From an optimization exercise on the open Yosys and OpenROAD flow, aimed at small area and a short achievable clock period; shortcuts taken in it are not production practice. No functional check of the RTL was part of any run shown here. Power and IR drop assume default switching activity.

$ cat design/flow/design.v
package sb_pkg;
    typedef logic [32-1:0]  inst_word_t;
    typedef logic [5-1:0] reg_idx_t;
    typedef logic [3-1:0]  fu_id_t;    
    typedef logic [5-1:0]  op_code_t;
    typedef enum logic [1:0] {
        CTRL_RUN,
        CTRL_WAIT_JUMP,
        CTRL_FLUSH
    } ctrl_state_t;
endpackage
`timescale 1ns/1ps
module inst_decoder (
    input  logic [31:0]  inst,
    input  logic         st_run,
    input  logic         st_flush,
    input  logic [5:1]   busy,
    input  logic [24:0]  dst_all,      
    output logic         issue_en,
    output logic [5:1]   rec,          
    output logic [4:0]   dec_op,
    output logic [4:0]   dec_dst,
    output logic [4:0]   dec_src1,
    output logic [4:0]   dec_src2,
    output logic         dd_nz,        
    output logic         ds1_nz,
    output logic         ds2_nz,
    output logic [5:1]   m1,           
    output logic [5:1]   m2
);
    logic [6:0] opcode;
    logic [2:0] funct3;
    logic [6:0] funct7;
    logic [4:0] rd_f, rs1_f, rs2_f;
    logic       alt_ok;
    logic [2:0] dec_fu;
    logic       use_rd, use_rs1, use_rs2;
    assign opcode = inst[6:0];
    assign funct3 = inst[14:12];
    assign funct7 = inst[31:25];
    assign rd_f   = inst[11:7];
    assign rs1_f  = inst[19:15];
    assign rs2_f  = inst[24:20];
    assign alt_ok = (funct7 == 7'h00) ||
                    (funct7 == 7'h20 && (funct3 == 3'b000 || funct3 == 3'b101));
    always_comb begin
        dec_fu  = 3'd0;
        dec_op  = '0;
        use_rd  = 1'b0;
        use_rs1 = 1'b0;
        use_rs2 = 1'b0;
        case (opcode)
            7'b0110011: begin
                if (funct7 == 7'h01) begin
                    dec_fu = funct3[2] ? 3'd4 : 3'd3;
                    dec_op = {3'b000, funct3[1:0]};
                    use_rd = 1'b1; use_rs1 = 1'b1; use_rs2 = 1'b1;
                end else if (alt_ok) begin
                    dec_fu = 3'd1;
                    dec_op = {1'b0, funct7[5], funct3};
                    use_rd = 1'b1; use_rs1 = 1'b1; use_rs2 = 1'b1;
                end
            end
            7'b0010011: begin
                if (funct3[1:0] != 2'b01 || alt_ok) begin
                    dec_fu  = 3'd1;
                    dec_op  = {1'b1, funct3 == 3'b101 && funct7[5], funct3};
                    use_rd  = 1'b1;
                    use_rs1 = 1'b1;
                end
            end
            7'b0000011: begin
                if (funct3 != 3'd3 && funct3 != 3'd6 && funct3 != 3'd7) begin
                    dec_fu  = 3'd2;
                    dec_op  = {2'b00, funct3};
                    use_rd  = 1'b1;
                    use_rs1 = 1'b1;
                end
            end
            7'b0100011: begin
                if (funct3 == 3'd0 || funct3 == 3'd1 || funct3 == 3'd2) begin
                    dec_fu  = 3'd2;
                    dec_op  = {2'b01, funct3};
                    use_rs1 = 1'b1;
                    use_rs2 = 1'b1;
                end
            end
            7'b1100011: begin
                if (funct3[2:1] != 2'b01) begin
                    dec_fu  = 3'd5;
                    dec_op  = {2'b00, funct3};
                    use_rs1 = 1'b1;
                    use_rs2 = 1'b1;
                end
            end
            7'b0110111: begin
                dec_fu = 3'd1;
                dec_op = 5'd24;
                use_rd = 1'b1;
            end
            7'b0010111: begin
                dec_fu = 3'd1;
                dec_op = 5'd25;
                use_rd = 1'b1;
            end
            7'b1101111: begin
                dec_fu = 3'd5;
                dec_op = 5'd8;
                use_rd = 1'b1;
            end
            7'b1100111: begin
                if (funct3 == 3'b000) begin
                    dec_fu  = 3'd5;
                    dec_op  = 5'd9;
                    use_rd  = 1'b1;
                    use_rs1 = 1'b1;
                end
            end
            default: ;
        endcase
    end
    assign dec_dst  = use_rd  ? rd_f  : '0;
    assign dec_src1 = use_rs1 ? rs1_f : '0;
    assign dec_src2 = use_rs2 ? rs2_f : '0;
    assign dd_nz    = use_rd  && (rd_f  != 5'd0);
    assign ds1_nz   = use_rs1 && (rs1_f != 5'd0);
    assign ds2_nz   = use_rs2 && (rs2_f != 5'd0);
    logic [5:1] sel, m_d;
    always_comb begin
        for (int u = 1; u <= 5; u++) begin
            sel[u] = (dec_fu == 3'(u));
            m_d[u] = busy[u] && (dst_all[5*(u-1) +: 5] == rd_f);
            m1[u]  = busy[u] && (dst_all[5*(u-1) +: 5] == rs1_f);
            m2[u]  = busy[u] && (dst_all[5*(u-1) +: 5] == rs2_f);
        end
    end
    logic is_op, is_imm, is_ld, is_st, is_br, is_ui, is_jal, is_jalr;
    logic f7z, f7m, hit_rd, stall;
    assign is_op   = (opcode == 7'b0110011);
    assign is_imm  = (opcode == 7'b0010011);
    assign is_ld   = (opcode == 7'b0000011);
    assign is_st   = (opcode == 7'b0100011);
    assign is_br   = (opcode == 7'b1100011);
    assign is_ui   = (opcode == 7'b0110111) || (opcode == 7'b0010111);
    assign is_jal  = (opcode == 7'b1101111);
    assign is_jalr = (opcode == 7'b1100111);
    assign f7z     = (funct7 == 7'h00);
    assign f7m     = (funct7 == 7'h01);
    assign hit_rd  = (rd_f != 5'd0) && (|m_d);
    assign stall = (is_op && ((f7m && (funct3[2] ? busy[4] : busy[3])) ||
                              (alt_ok && busy[1]) ||
                              ((f7m || alt_ok) && hit_rd)))
                || (is_imm && (funct3[1:0] != 2'b01 || alt_ok) && (busy[1] || hit_rd))
                || (is_ld && !(funct3 == 3'd3 || funct3 == 3'd6 || funct3 == 3'd7) && (busy[2] || hit_rd))
                || (is_st && (funct3 == 3'd0 || funct3 == 3'd1 || funct3 == 3'd2) && busy[2])
                || (is_br && (funct3[2:1] != 2'b01) && busy[5])
                || (is_ui && (busy[1] || hit_rd))
                || (is_jal && (busy[5] || hit_rd))
                || (is_jalr && (funct3 == 3'b000) && (busy[5] || hit_rd));
    assign issue_en = st_flush || (st_run && !stall);
    assign rec      = (st_run && !stall) ? sel : 5'b0;
endmodule
`timescale 1ns/1ps
module writeback_arbiter (
    input  logic [5:1]   rdy1,
    input  logic [5:1]   rdy2,
    input  logic [5:1]   done,
    input  logic [5:1]   blk,          
    input  logic [4:0]   op_alu,
    input  logic [3:0]   op_mem,
    input  logic [1:0]   op_mul,
    input  logic [1:0]   op_div,
    input  logic [3:0]   op_jmp,
    input  logic [24:0]  src1_all,
    input  logic [24:0]  src2_all,
    input  logic [24:0]  dst_all,
    output logic [5:1]   disp,
    output logic [5:1]   wb,
    output logic [4:0]   disp_op,
    output logic [4:0]   rs1_ctrl,
    output logic [4:0]   rs2_ctrl,
    output logic         reg_write,
    output logic [2:0]   write_sel,
    output logic [4:0]   rd_ctrl
);
    logic [5:1] both, cand;
    assign both = rdy1 & rdy2;
    assign cand = done & ~blk;
    always_comb begin
        disp = '0;
        if (both[5])      disp[5] = 1'b1;
        else if (both[1]) disp[1] = 1'b1;
        else if (both[2]) disp[2] = 1'b1;
        else if (both[3]) disp[3] = 1'b1;
        else if (both[4]) disp[4] = 1'b1;
        wb = '0;
        if (cand[5])      wb[5] = 1'b1;
        else if (cand[1]) wb[1] = 1'b1;
        else if (cand[2]) wb[2] = 1'b1;
        else if (cand[3]) wb[3] = 1'b1;
        else if (cand[4]) wb[4] = 1'b1;
    end
    always_comb begin
        disp_op  = ({5{disp[1]}} & op_alu)
                 | ({5{disp[2]}} & {1'b0, op_mem})
                 | ({5{disp[3]}} & {3'b000, op_mul})
                 | ({5{disp[4]}} & {3'b000, op_div})
                 | ({5{disp[5]}} & {1'b0, op_jmp});
        rs1_ctrl = '0;
        rs2_ctrl = '0;
        rd_ctrl  = '0;
        for (int u = 1; u <= 5; u++) begin
            rs1_ctrl = rs1_ctrl | ({5{disp[u]}} & src1_all[5*(u-1) +: 5]);
            rs2_ctrl = rs2_ctrl | ({5{disp[u]}} & src2_all[5*(u-1) +: 5]);
            rd_ctrl  = rd_ctrl  | ({5{wb[u]}}   & dst_all[5*(u-1) +: 5]);
        end
    end
    assign reg_write = |cand;
    assign write_sel = {wb[4] | wb[5], wb[2] | wb[3], wb[1] | wb[3] | wb[5]};
endmodule
`timescale 1ns/1ps
module scoreboard_ctrl (
    input  logic               clk,
    input  logic               rst,
    input  sb_pkg::inst_word_t inst,
    input  logic               alu_done,
    input  logic               mem_done,
    input  logic               mul_done,
    input  logic               div_done,
    input  logic               jump_done,
    input  logic               is_jump,
    output logic               issue_en,
    output logic               alu_en,
    output logic               mem_en,
    output logic               mul_en,
    output logic               div_en,
    output logic               jump_en,
    output sb_pkg::op_code_t   disp_op,
    output sb_pkg::reg_idx_t   rs1_ctrl,
    output sb_pkg::reg_idx_t   rs2_ctrl,
    output logic               reg_write,
    output sb_pkg::fu_id_t     write_sel,
    output sb_pkg::reg_idx_t   rd_ctrl
);
    localparam int N = 5;
    logic [1:0]      state;             
    logic [N:1]      busy, done, rdy1, rdy2, wt1, wt2;
    logic [4:0]      dst  [1:N];
    logic [4:0]      src1 [1:N];
    logic [4:0]      src2 [1:N];
    logic [4:0]      op_alu;
    logic [3:0]      op_mem, op_jmp;
    logic [1:0]      op_mul, op_div;
    logic [N:1]      war [1:N];         
    logic [24:0] dst_all, src1_all, src2_all;
    assign dst_all  = {dst[5],  dst[4],  dst[3],  dst[2],  dst[1]};
    assign src1_all = {src1[5], src1[4], src1[3], src1[2], src1[1]};
    assign src2_all = {src2[5], src2[4], src2[3], src2[2], src2[1]};
    logic [N:1] rec, m1, m2;
    logic [4:0] dec_op, dec_dst, dec_src1, dec_src2;
    logic       dd_nz, ds1_nz, ds2_nz;
    inst_decoder u_dec (
        .inst     (inst),
        .st_run   (state == 2'd0),
        .st_flush (state == 2'd2),
        .busy     (busy),
        .dst_all  (dst_all),
        .issue_en (issue_en),
        .rec      (rec),
        .dec_op   (dec_op),
        .dec_dst  (dec_dst),
        .dec_src1 (dec_src1),
        .dec_src2 (dec_src2),
        .dd_nz    (dd_nz),
        .ds1_nz   (ds1_nz),
        .ds2_nz   (ds2_nz),
        .m1       (m1),
        .m2       (m2)
    );
    logic [N:1] blk, disp, wb;
    always_comb begin
        for (int u = 1; u <= N; u++) begin
            blk[u] = 1'b0;
            for (int v = 1; v <= N; v++) begin
                if (v != u) blk[u] = blk[u] | war[v][u];
            end
        end
    end
    writeback_arbiter u_out (
        .rdy1      (rdy1),
        .rdy2      (rdy2),
        .done      (done),
        .blk       (blk),
        .op_alu    (op_alu),
        .op_mem    (op_mem),
        .op_mul    (op_mul),
        .op_div    (op_div),
        .op_jmp    (op_jmp),
        .src1_all  (src1_all),
        .src2_all  (src2_all),
        .dst_all   (dst_all),
        .disp      (disp),
        .wb        (wb),
        .disp_op   (disp_op),
        .rs1_ctrl  (rs1_ctrl),
        .rs2_ctrl  (rs2_ctrl),
        .reg_write (reg_write),
        .write_sel (write_sel),
        .rd_ctrl   (rd_ctrl)
    );
    assign alu_en  = disp[1];
    assign mem_en  = disp[2];
    assign mul_en  = disp[3];
    assign div_en  = disp[4];
    assign jump_en = disp[5];
    logic rdy1_now, rdy2_now;
    assign rdy1_now = !(ds1_nz && |(m1 & ~wb));
    assign rdy2_now = !(ds2_nz && |(m2 & ~wb));
    logic [N:1] wake1, wake2, rdy1_n, rdy2_n, wt1_n, wt2_n;
    logic [N:1] done_in;
    assign done_in = {jump_done, div_done, mul_done, mem_done, alu_done};
    always_comb begin
        for (int u = 1; u <= N; u++) begin
            wake1[u] = wt1[u] && (src1[u] == rd_ctrl);
            wake2[u] = wt2[u] && (src2[u] == rd_ctrl);
            rdy1_n[u] = ((rec[u] ? rdy1_now : rdy1[u]) && !disp[u]) || wake1[u];
            rdy2_n[u] = ((rec[u] ? rdy2_now : rdy2[u]) && !disp[u]) || wake2[u];
            wt1_n[u]  = (rec[u] ? !rdy1_now : wt1[u]) && !wake1[u];
            wt2_n[u]  = (rec[u] ? !rdy2_now : wt2[u]) && !wake2[u];
        end
    end
    always_ff @(posedge clk or posedge rst) begin
        if (rst) begin
            state <= 2'd0;
            busy  <= '0;
            done  <= '0;
            rdy1  <= '0;
            rdy2  <= '0;
            wt1   <= '0;
            wt2   <= '0;
        end else begin
            case (state)
                2'd0:    if (rec[5]) state <= 2'd1;
                2'd1:    if (jump_done) state <= is_jump ? 2'd2 : 2'd0;
                default: state <= 2'd0;
            endcase
            busy <= (busy | rec) & ~wb;
            done <= (done | (done_in & busy)) & ~wb;
            rdy1 <= rdy1_n;
            rdy2 <= rdy2_n;
            wt1  <= wt1_n;
            wt2  <= wt2_n;
        end
    end
    always_ff @(posedge clk) begin
        for (int u = 1; u <= N; u++) begin
            if (rec[u]) begin
                dst[u]  <= dec_dst;
                src1[u] <= dec_src1;
                src2[u] <= dec_src2;
            end
        end
        if (rec[1]) op_alu <= dec_op;
        if (rec[2]) op_mem <= dec_op[3:0];
        if (rec[3]) op_mul <= dec_op[1:0];
        if (rec[4]) op_div <= dec_op[1:0];
        if (rec[5]) op_jmp <= dec_op[3:0];
    end
    logic [N:1] war_rec_u [1:N];    
    logic [N:1] war_rec_v [1:N];    
    always_comb begin
        for (int u = 1; u <= N; u++) begin
            for (int v = 1; v <= N; v++) begin
                war_rec_u[v][u] = dd_nz && !disp[v] &&
                                  ((rdy1[v] && src1[v] == dec_dst) ||
                                   (rdy2[v] && src2[v] == dec_dst));
                war_rec_v[v][u] = (wake1[v] && ds1_nz && m1[u]) ||
                                  (wake2[v] && ds2_nz && m2[u]);
            end
        end
    end
    always_ff @(posedge clk) begin
        for (int u = 1; u <= N; u++) begin
            for (int v = 1; v <= N; v++) begin
                if (v != u) begin
                    if (rec[u])
                        war[v][u] <= war_rec_u[v][u];
                    else if (rec[v])
                        war[v][u] <= war_rec_v[v][u];
                    else
                        war[v][u] <= war[v][u] && !disp[v];
                end else begin
                    war[v][u] <= 1'b0;
                end
            end
        end
    end
endmodule
$ cat design/flow/run.sh
#!/bin/bash
# synth_recipe.tcl (not shown) runs the flow's synth.tcl, then flattens the netlist and writes it again
# the make line also repeats each setting of config.mk as NAME=value (left out here)
make -C /OpenROAD-flow-scripts/flow DESIGN_CONFIG=/design/flow/config.mk WORK_HOME=/design/flow/orfs CLKGATE_MAP_FILE= SYNTH_SCRIPT=/design/flow/synth_recipe.tcl finish
$ cat design/flow/config.mk
export PLATFORM = sky130hd
export DESIGN_NAME = scoreboard_ctrl
export DESIGN_NICKNAME = scoreboard_ctrl
export VERILOG_FILES = /design/flow/design.v
export SDC_FILE = /design/flow/constraint.sdc
export NUM_CORES = 4
export LEC_CHECK = 0
export ABC_AREA = 0
export CAP_MARGIN = 20
export CORE_MARGIN = 2
export CORE_UTILIZATION = 40
export SETUP_SLACK_MARGIN = 4
export SLEW_MARGIN = 20
export SYNTH_HIERARCHICAL = 1
$ cat design/flow/constraint.sdc
create_clock -name core_clock -period 8.5 [get_ports {clk}]
set_input_delay 1.7000 -clock core_clock [delete_from_list [all_inputs] [get_ports {clk}]]
set_output_delay 1.7000 -clock core_clock [all_outputs]
set_load 0.01 [all_outputs]
==> results of run 1 <==
per-module statistics from Yosys (local to each module, per instance):
module,times used,area (um^2)
inst_decoder,1,1590
writeback_arbiter,1,654
scoreboard_ctrl,1,6660
layout make-up:
| cell class | instances | area, um^2 |
|---|---|---|
| sequential | 144 | 3960 |
| clock inverter | 15 | 151 |
| multi-input combinational | 628 | 4840 |
| tap | 280 | 350 |
| timing repair buffer | 129 | 1120 |
| fill | 2002 | 10900 |
| clock buffer | 17 | 425 |
| inverter | 18 | 75.1 |
worst max path at each step:
stage,cells past startpoint,slack (ns),start,end
floorplan,7,3.68,inst[6],issue_en
global placement,8,2.46,inst[14],issue_en
detailed placement,8,2.43,inst[14],issue_en
CTS,9,3.53,inst[3],issue_en
global route,9,3.47,inst[3],issue_en
finish,8,3.52,inst[9],issue_en
registers in the layout, indices dropped and copies added (netlist names), 20 cells and up:
register,cells
war,20
dst,25
src2,25
src1,25
cell families (layout without fill, tap and decap cells):
family / Yosys count / count (layout)
muxes: 2 / 2
xor gates and xnor gates: 177 / 177
buffers and inverters: 73 / 179
and+or+nand+nor: 297 / 298
AOI/OAI and AO/OA: 151 / 151
DFF: 144 / 144
critical path, cell delays in order:
cell and delay [ns]:
clkdlybuf4s15_2 0.27, xor2_1 0.19, nor4_1 0.32, nand3_1 0.12, nand4_1 0.22, a221oi_4 0.10
or2_1 0.22, buf_2 0.14
cell usage after synthesis (19+ instances only):
| cell type | count |
|---|---|
| nor2b_1 | 19 |
| xor2_1 | 88 |
| dfxtp_1 | 20 |
| buf_2 | 19 |
| dfrtp_1 | 32 |
| xnor2_1 | 89 |
| and2_1 | 23 |
| edfxtp_1 | 92 |
| a32oi_1 | 20 |
| clkbuf_1 | 27 |
| nand4_1 | 56 |
| and3_1 | 19 |
| a22oi_1 | 22 |
| nand2_1 | 28 |
| a21oi_1 | 27 |
| nor2_1 | 54 |
per-layer routing:
layer  global-route usage (%)  share of wire [%]  routed length (um)
met5                        0                  0                   0
met4                     9.70                2.8                 832
met3                     4.22                8.3                2520
met2                     41.0                 47               14100
met1                     34.5                 42               12800
stage by stage:
step	worst slack [ns]	hold slack, ns
after floorplan	3.68	0.442
after global placement	2.46	0.467
final	3.52	0.476
after global routing	3.47	0.519
after detailed placement	2.43	0.470
after CTS	3.53	0.479
repair_timing:
| item | 4_1_cts | 5_1_grt |
|---|---|---|
| pin swaps | 22 | 13 |
| cloned | 1 | 1 |
| buffers inserted | 45 | 3 |
| endpoints found under the setup margin | 104 | 61 |
| gates resized for setup | 137 | 19 |
power breakdown:
group / internal, mW / switching, mW / leakage, nW
sequential: 0.782 / 0.0523 / 1.65
clock: 0.412 / 0.336 / 0.281
combinational: 0.179 / 0.226 / 2.51
==> results.sh, run 1 <==
export IMPL_hp_class="reg -> reg"
export IMPL_slew_violations=0
export IMPL_final_antenna_net_count=0
export IMPL_placed_area_mm2=0.00976
export IMPL_yosysTopAreaCell="edfxtp_1"
export IMPL_clk_pin_slew_ns=0.06
export IMPL_netlist_instances=844
export IMPL_period_minus_slack_ns=4.98
export IMPL_antenna_found_initial=0
export IMPL_synth_seq_area_share_pct=44.5
export IMPL_cp_end_kind="output port"
export IMPL_fin_crit_sh_pct=58.6
export IMPL_synth_top_family_by_area="simple AND/OR/NAND/NOR gates"
export IMPL_max_slew_margin_pct=31.6
export IMPL_grtUsageTotal_pct=25.5
export IMPL_root_buffer="clkbuf_16"
export IMPL_rr_worst_depth=13
export IMPL_ys_async_sr_fraction_pct=22.2
export IMPL_grt_max_degree=42
export IMPL_htreeDepth=4
export IMPL_ioPinCount=70
export IMPL_post_drt_via_cell_ratio=6.11
export IMPL_clkLatencyLatePin_ns=0.43
export IMPL_die_x_um=153
export IMPL_drt_first_iter_violations=937
export IMPL_avgSynthCellArea_um2=10.5
export IMPL_ys_seq_elements=144
export IMPL_place_inst=1149
export IMPL_detail_route_wl_per_cell_um=24.6
export IMPL_cts_sinks=144
export IMPL_final_nets=978
export IMPL_grt_pass1_wl_mm=45.2
export IMPL_synth_mux_area_share_pct=0.239
export IMPL_synth_compound_area_share_pct=13.6
export IMPL_path_class="in -> out"
export IMPL_whs_path_depth=1
export IMPL_synth_xor_area_share_pct=17.4
export IMPL_setup_violations=0
export IMPL_first_pass_iters=6
export IMPL_synth_main_ff_cell="edfxtp_1"
export IMPL_die_h_um=153
export IMPL_p_per_area_mw_per_mm2=182
export IMPL_rows=54
export IMPL_power_total_mw=1.99
export IMPL_cts_hold_buffers=0
export IMPL_synth_fa_ha_area_share_pct=0
export IMPL_crit_fanout=7
export IMPL_grt_pass1_vias=7602
export IMPL_synthTopCellsByArea="edfxtp_1, dfrtp_1, xnor2_1"
export IMPL_fin_area_mm2=0.0109
export IMPL_irDropWorstVdd_uv=113
export IMPL_layout_commonest_cell="edfxtp_1"
export IMPL_clock_path_buffers=2
export IMPL_stdcell_count=1231
export IMPL_synth_edf_count=92
export IMPL_maxCapViolCount=0
export IMPL_hpwlAfterDp_mm=20.4
export IMPL_critPathLaunchType="input port"
export IMPL_drive_above_1_share_pct=18.4
export IMPL_grt_setup_unrepaired="true"
export IMPL_dieArea_mm2=0.0235
export IMPL_hold_viol_final=0
export IMPL_synth_top_cell_area_share_pct=31.0
export IMPL_cp_required_ns=6.80
export IMPL_hp_start="state[1]$_DFFE_PP0P_"
export IMPL_min_to="state[0]$_DFFE_PP0P_"
export IMPL_r2r_start="war[1][5]$_DFF_P_"
export IMPL_syn_num_nets=884
export IMPL_coreArea_mm2=0.0218
export IMPL_routed_wl_mm=30.2
export IMPL_tns_ns=0
export IMPL_netlist_area_mm2=0.00890
export IMPL_synth_simple_area_share_pct=20.2
export IMPL_area_delta_synth_final_pct=22.7
export IMPL_vias=7524
export IMPL_diodes=0
export IMPL_tightest_slew_ns=1.03
export IMPL_final_cell_mix="edfxtp_1, xnor2_1, xor2_1, nand4_1, buf_4"
export IMPL_grt_overflow=0
export IMPL_tritoncts="built"
export IMPL_gp_congestion=0.901
export IMPL_cts_made_buffers=17
export IMPL_reg2reg_to="war[3][4]$_DFF_P_"
export IMPL_yosysUniqueCellTypes=68
export IMPL_cp_arrival_ns=3.28
export IMPL_yosysWarningCount=15
export IMPL_initial_core_util_pct=40.8
export IMPL_leakagePower_nw=4.45
export IMPL_portBuffers=69
export IMPL_status="timing/DRC/antenna clean"
export IMPL_final_util_pct=50.0
export IMPL_fmax_mhz=201
export IMPL_fin_skew_ns=0.00906
export IMPL_rrSetupSlack_ns=4.94
export IMPL_route_detailed_drc=0
==> inputs of run 2 (changes only) <==
--- a/design/flow/config.mk
+++ b/design/flow/config.mk
@@ -5,7 +5,7 @@
 export SDC_FILE = /design/flow/constraint.sdc
 export NUM_CORES = 4
 export LEC_CHECK = 0
-export ABC_AREA = 0
+export ABC_AREA = 1
 export CAP_MARGIN = 20
 export CORE_MARGIN = 2
 export CORE_UTILIZATION = 40
==> run 2 against run 1 <==
  * Utilization decreased by 0.32 points
  * Total power rose by 25%
  * Clock skew rose by 0.0059 ns
  * Sequential cell count did not move
  * Clock-buffer cell count stayed put
  * Clock power rose by 0.9%
  * Global-route usage increased by 4.4 points
  * Design area rose by 10%
  * Combinational power rose by 120%
  * Maximum frequency increased by 7.6%
  * Critical endpoint unchanged
  * Largest cell class unchanged
==> results.sh, run 2 <==
export IMPL_status="timing/DRC/antenna clean"
export IMPL_whs_path_depth=2
export IMPL_critPathLaunchType="input port"
export IMPL_die_x_um=161
export IMPL_cp_arrival_ns=2.93
export IMPL_initial_core_util_pct=40.6
export IMPL_r2r_start="dst[5][4]$_DFFE_PP_"
export IMPL_reg2reg_to="war[1][2]$_DFF_P_"
export IMPL_leakagePower_nw=5.71
export IMPL_final_cell_mix="nand2_1, inv_1, nor2_1, edfxtp_1"
export IMPL_path_class="in -> out"
export IMPL_hpwlAfterDp_mm=27.3
export IMPL_startpoint="inst[12]"
export IMPL_synthTopCellsByArea="edfxtp_1, nand2_1, dfrtp_1"
export IMPL_p_per_area_mw_per_mm2=207
export IMPL_fin_skew_ns=0.0149
export IMPL_clk_pin_slew_ns=0.06
export IMPL_drive_above_1_share_pct=16.3
export IMPL_antenna_found_initial=0
export IMPL_maxCapViolCount=0
export IMPL_ys_seq_elements=144
export IMPL_die_h_um=161
export IMPL_tritoncts="built"
export IMPL_drt_first_iter_violations=1011
export IMPL_synth_top_cell_area_share_pct=28.0
export IMPL_diodes=0
export IMPL_coreArea_mm2=0.0242
export IMPL_root_buffer="clkbuf_16"
export IMPL_fill_cells=2435
export IMPL_fin_crit_sh_pct=54.4
export IMPL_clkLatencyLatePin_ns=0.44
export IMPL_synth_edf_count=92
export IMPL_whs_ns=0.504
export IMPL_rows=57
export IMPL_synth_most_common_cell="nand2_1"
export IMPL_grt_pass1_vias=9734
export IMPL_slew_violations=0
export IMPL_dieArea_mm2=0.0259
export IMPL_netlist_area_mm2=0.00985
export IMPL_cp_required_ns=6.80
export IMPL_grt_pass1_wl_mm=58.2
export IMPL_yosysWarningCount=15
export IMPL_layout_commonest_cell="nand2_1"
export IMPL_min_to="done[2]$_DFF_PP0_"
export IMPL_critPathMostFrequentCell="nand2_2"
export IMPL_synth_seq_area_share_pct=40.2
export IMPL_place_inst=1783
export IMPL_ys_async_sr_fraction_pct=22.2
export IMPL_period_minus_slack_ns=4.63
export IMPL_final_nets=1565
export IMPL_cts_made_buffers=17
export IMPL_rr_worst_depth=19
export IMPL_irDropWorstVdd_uv=135
export IMPL_portBuffers=69
export IMPL_post_drt_via_cell_ratio=5.49
export IMPL_grt_max_degree=36
export IMPL_slowest_delay_ns=0.16
export IMPL_hold_viol_final=0
export IMPL_hp_start="done[2]$_DFF_PP0_"
export IMPL_crit_fanout=5
export IMPL_cp_end_kind="output port"
export IMPL_setup_violations=0
export IMPL_area_delta_synth_final_pct=22.4
export IMPL_route_detailed_drc=0
export IMPL_final_antenna_net_count=0
export IMPL_post_place_ws_ns=2.81
export IMPL_routed_wl_mm=38.2
export IMPL_multi_input_area_mm2=0.00519
export IMPL_yosysUniqueCellTypes=47
export IMPL_gp_congestion=0.974
export IMPL_regArea_mm2=0.00396
export IMPL_yosysTopAreaCell="edfxtp_1"
export IMPL_vias=10200
export IMPL_syn_num_nets=1449
export IMPL_clock_path_buffers=2
export IMPL_fmax_mhz=216
export IMPL_cp_slowest_cell="a21oi_4"
export IMPL_grtUsageTotal_pct=29.8
export IMPL_crit_chain="buf_2, inv_2, nor2_4, nand2_2, nand3_4, nand2_4, a21oi_4, inv_2, nand2_4, nand2_2, nand3_4, nand2_2, buf_6"
export IMPL_grt_setup_unrepaired="true"
export IMPL_synthTopCellsByCount="nand2_1, inv_1, nor2_1"
export IMPL_tns_ns=0
export IMPL_first_pass_iters=5
export IMPL_rrSetupSlack_ns=5.20
export IMPL_netlist_instances=1409
export IMPL_tightest_slew_ns=0.981
export IMPL_stdcell_count=1862
export IMPL_synth_main_ff_cell="edfxtp_1"
export IMPL_cts_sinks=144
export IMPL_fin_ws_ns=3.87
export IMPL_grt_overflow=0
export IMPL_hp_class="reg -> reg"
export IMPL_detail_route_wl_per_cell_um=20.5
export IMPL_ioPinCount=70
export IMPL_top_regs="dst: 25 flops, src1: 25 flops, src2: 25 flops"
export IMPL_avgSynthCellArea_um2=6.99
export IMPL_final_util_pct=49.7
export IMPL_max_slew_margin_pct=34.2
export IMPL_htreeDepth=4
-- run 2: cell count changes in the layout (fill, tap and decap cells not counted), sizes merged, moves of 19 or more --
| cell | change |
|---|---|
| nand2 | +411 |
| inv | +180 |
| nor2 | +138 |
| o21ai | +88 |
| xnor2 | -85 |
| xor2 | -74 |
| nand3 | +61 |
| a21oi | +50 |
| and2 | -25 |
| a22oi | -22 |
| a32oi | -20 |
| and3 | -19 |
| nor2b | -19 |
-- run 2: layer usage --
layer	vias to the layer above	GRT usage (%)	part of all wire, %
li1	4855	-	-
met1	4754	41.6	44
met2	526	47.1	45
met3	84	4.03	7.6
met4	0	11.9	3.7
met5	-	0	0
-- run 2: cells by family (layout without fill, tap and decap cells) --
family,count (synthesis),count (layout),share of synthesized area [%]
and+or+nand+nor,787,788,34.9
buffers and inverters,237,365,10.4
AOI/OAI and AO/OA,223,223,12.9
DFF,144,144,40.2
xor gates and xnor gates,18,18,1.60
-- run 2: metrics by stage --
| stage | power (mW) | instance area, um^2 |
|---|---|---|
| finish | 2.49 | 12100 |
| global placement | 1.66 | 10800 |
| floorplan | 1.33 | 9850 |
| detailed placement | 1.67 | 10800 |
| global route | 2.62 | 12100 |
| CTS | 2.48 | 11900 |
-- run 2: how the worst max path moves through the flow --
stage | end | slack (ns)
final | issue_en | 3.87
after global routing | issue_en | 3.80
after CTS | issue_en | 3.90
after detailed placement | issue_en | 2.81
after global placement | issue_en | 2.86
after floorplan | issue_en | 4.05
-- run 2: layout make-up --
type	instances	share of cell area, %
flip-flops and latches	144	32.9
repair inverters	2	0.125
multi-input cells	1029	43.1
repair buffers	132	9.38
well taps	324	3.36
clock buffers	17	3.53
inverters	199	6.37
clock inverters	15	1.31
-- run 2: power by group --
part / internal, mW / switching [mW] / total, mW
registers: 0.787 / 0.0575 / 0.845
clock network: 0.395 / 0.361 / 0.756
logic: 0.311 / 0.580 / 0.891
total: 1.49 / 0.999 / 2.49
-- run 2: Yosys stat by module, one instance, submodules excluded --
module / cells / times used
inst_decoder: 376 / 1
scoreboard_ctrl: 821 / 1
writeback_arbiter: 212 / 1
-- run 2: what timing repair did --
action / CTS / global route
gates resized for setup: 156 / 41
endpoints found under the setup margin: 29 / 51
setup buffers: 39 / 5
endpoints found under the hold margin: 0 / 0
hold buffers: 0 / 0
gates cloned: 2 / 1
pin swaps: 35 / 14
-- run 2: critical path, delay by kind of cell --
kind	cells	cell delay (ns)
compound gates	1	0.16
simple gates	8	0.67
buf+inv	4	0.39

[port drivers added, routing unchanged]
The results above use ideal ports. As a check the final layouts listed here were re-extracted and re-timed, cells and wires unchanged. Step 1, drivers: a clkbuf_16 drives clk and a buf_2 each remaining input, both assumed. Step 2 moves the port delays by t, midway between the first and last clock arrival at a register: inputs arrive t later, outputs are due t later. That takes back most of the time a late clock gives input paths. Slacks: ideal ports / drivers / drivers and shift; pairs: ideal ports / drivers.
run | shift t [ns] | setup slack, ns | latest minus earliest clock arrival (ns) | worst data-port slew with drivers (ns)
run 1 | 0.474 | 3.521 / 3.497 / 3.247 | 0.009 / 0.009 | 0.05
run 2 | 0.473 | 3.874 / 3.854 / 3.710 | 0.015 / 0.015 | 0.06
After both steps every run listed still meets setup and hold. The setup slack of run 1, which loses most, moves by -0.024 ns with the drivers and by -0.274 ns with both steps.
